From an optimization exercise on the open Yosys and OpenROAD flow, aimed at small area; shortcuts taken in it are not production practice. The RTL was checked by simulation tests, not by an equivalence proof against the original design. Power figures rest on the tool's default switching activity, not on a simulated workload.

run 1:
## robotSensorTop
module robotSensorTop #(
	parameter int       WindowCycles = 500000,
	parameter int       GapTicks     = 20,
	parameter logic [3:0] DirInvert    = 4'b0110  
) (
	input  logic     CLOCK_50,
	input  logic     reset,
	input  logic [3:0] encA,
	input  logic [3:0] encB,
	input  logic     turretEncA,
	input  logic     laserSync,
	input  logic     laserSign,
	output logic [63:0] speed,  
	output logic [3:0] direction,
	output logic [15:0]    beamStart,
	output logic [15:0]    beamEnd,
	output logic     beamValid,
	output logic     newTurn
);
Size: ~1100 cells after synthesis.
export LEC_CHECK = 0
export CAP_MARGIN = 0
export CORE_MARGIN = 2
export CORE_UTILIZATION = 70
export SLEW_MARGIN = 0
create_clock -name core_clock -period 20.0 [get_ports {CLOCK_50}]
standard.sh (not shown) runs the stock make flow with config.mk's settings and CLKGATE_MAP_FILE= SYNTH_SCRIPT=/design/flow/synth_recipe.tcl, a recipe that flattens the netlist after the stock synthesis.
==> flow/flow/run.sh <==
#!/bin/bash
# Standard ORFS layout (the standard.sh) with three changes that only
# affect area:
#  - synthesis uses an area-oriented ABC script and leaves adders to ABC
#    (flow/synth_area.tcl, flow/area.abc); registers are mapped exactly as in
#    the standard synthesis, ABC only maps the logic between them
#  - ports are buffered with sky130_fd_sc_hd__buf_1
#  - CTS clusters up to 20 sinks under clkbuf_8 leaf buffers, no dummy loads
set -euo pipefail
FLOWDIR="$(cd "$(dirname "${BASH_SOURCE[0]}")" && pwd)"
export AREA_ABC_SCRIPT="$FLOWDIR/area.abc"
bash standard.sh \
  "SYNTH_SCRIPT=$FLOWDIR/synth_area.tcl" \
  "BUFFER_PORTS_ARGS=-buffer_cell sky130_fd_sc_hd__buf_1" \
  "CTS_ARGS=-sink_clustering_enable -repair_clock_nets -dont_use_dummy_load -sink_clustering_size 20 -sink_clustering_max_diameter 70 -buf_list sky130_fd_sc_hd__clkbuf_8" \
  finish > orfs_make.log 2>&1
==> flow/flow/area.abc <==
strash
dc2
dc2
&get -n
&deepsyn -T 40
&put
strash
&get -n
&dch -f
&nf -R 1000
&put
strash
&get -n
&deepsyn -T 40
&put
strash
&get -n
&dch -f
&nf -R 1000
&put
==> flow/flow/synth_area.tcl <==
# The standard flow's synthesis script with an area-oriented ABC script and no half/full
# adder extraction (adders are left to ABC as plain logic)
proc synth {args} { yosys synth -nofsm -noshare {*}$args }
proc extract_fa {args} { puts "extract_fa skipped" }
proc abc {args} {
  set i [lsearch -exact $args -script]
  if { $i >= 0 } {
    set args [lreplace $args $i [expr {$i + 1}] -script $::env(AREA_ABC_SCRIPT)]
  }
  yosys abc {*}$args
}
source $::env(SCRIPTS_DIR)/synth.tcl
# left out here: clear keep_hierarchy, flatten, clean up, hide names made inside functions, write 1_2_yosys.v
> inputs changed (run 1 -> run 2)
==> flow/flow/area.abc <==
strash
dc2
dc2
&get -n
&dch -f
&nf -R 1000
&put
strash
dc2
&get -n
&dch -f
&nf -R 1000
&put
### Flow results
On post-route clock period utilization, run 1 and run 2 are neck and neck.
Total clock buffers created by CTS came out exactly the same in run 1 and run 2.
Post-route cell area sits higher in run 2 than in run 1.
The inputs of run 3 differ from those of run 2 as listed below.
Settings: CAP_MARGIN now 20, was 0; SLEW_MARGIN now 20, was 0.
==> flow/flow/run.sh <==
#!/bin/bash
# Standard ORFS layout (the standard.sh) with three changes that only
# affect area:
#  - synthesis uses an area-oriented ABC script and leaves adders to ABC
#    (flow/synth_area.tcl, flow/area.abc); registers are mapped exactly as in
#    the standard synthesis, ABC only maps the logic between them
#  - ports are buffered with sky130_fd_sc_hd__buf_1
#  - CTS clusters up to 15 sinks under clkbuf_8 leaf buffers, no dummy loads
set -euo pipefail
FLOWDIR="$(cd "$(dirname "${BASH_SOURCE[0]}")" && pwd)"
export AREA_ABC_SCRIPT="$FLOWDIR/area.abc"
bash standard.sh \
  "SYNTH_SCRIPT=$FLOWDIR/synth_area.tcl" \
  "BUFFER_PORTS_ARGS=-buffer_cell sky130_fd_sc_hd__buf_1" \
  "CTS_ARGS=-sink_clustering_enable -repair_clock_nets -dont_use_dummy_load -sink_clustering_size 15 -sink_clustering_max_diameter 60 -buf_list sky130_fd_sc_hd__clkbuf_8" \
  finish > orfs_make.log 2>&1
--- outcome ---
Comparing run 2 and run 3, average wire per standard cell is lower on run 2.
Taking run 2 as the reference point, the total routing resource utilization after global routing of run 3 rises by 0.17 points.
In the tables for run 2 and run 3, worst setup margin reads lower with run 2.
Sequential share of layout area: run 3 < run 2
The minimum clock period of run 3 falls short of that of run 2 by 0.028 ns.
Diff run 2..run 3 | setup TNS | negligible
Run 3 vs. run 2: via count grew by 34, share of power burned in registers now sits lower.

[port drivers added, routing unchanged]
The results above use ideal ports. As a check the final layouts listed here were re-extracted and re-timed, cells and wires unchanged.
Step 1 sets driving cells, clkbuf_16 on the clock port and buf_2 on the other inputs (assumed; they add their load-dependent delay and slew).
Step 2 times the ports against the registers' clock, not the clock port: input delays grow and output delays shrink by t, the midpoint of the rising clock arrivals with the driver on.
Slacks: ideal / step 1 / step 2; pairs: ideal / step 1.
| run | t, ns | setup WS [ns] | hold WS [ns] | worst setup path after step 2 |
|---|---|---|---|---|
| run 1 | 0.572 | 12.087 / 12.106 / 11.534 | 0.333 / 0.333 / 0.333 | input to register |
| run 2 | 0.575 | 12.076 / 12.092 / 11.517 | 0.334 / 0.334 / 0.334 | input to register |
| run 3 | 0.579 | 12.104 / 12.121 / 11.542 | 0.328 / 0.328 / 0.328 | input to register |
After both steps every run listed still meets setup and hold. The setup slack of run 3, which loses most, moves by +0.017 ns with the drivers and by -0.562 ns with both steps.
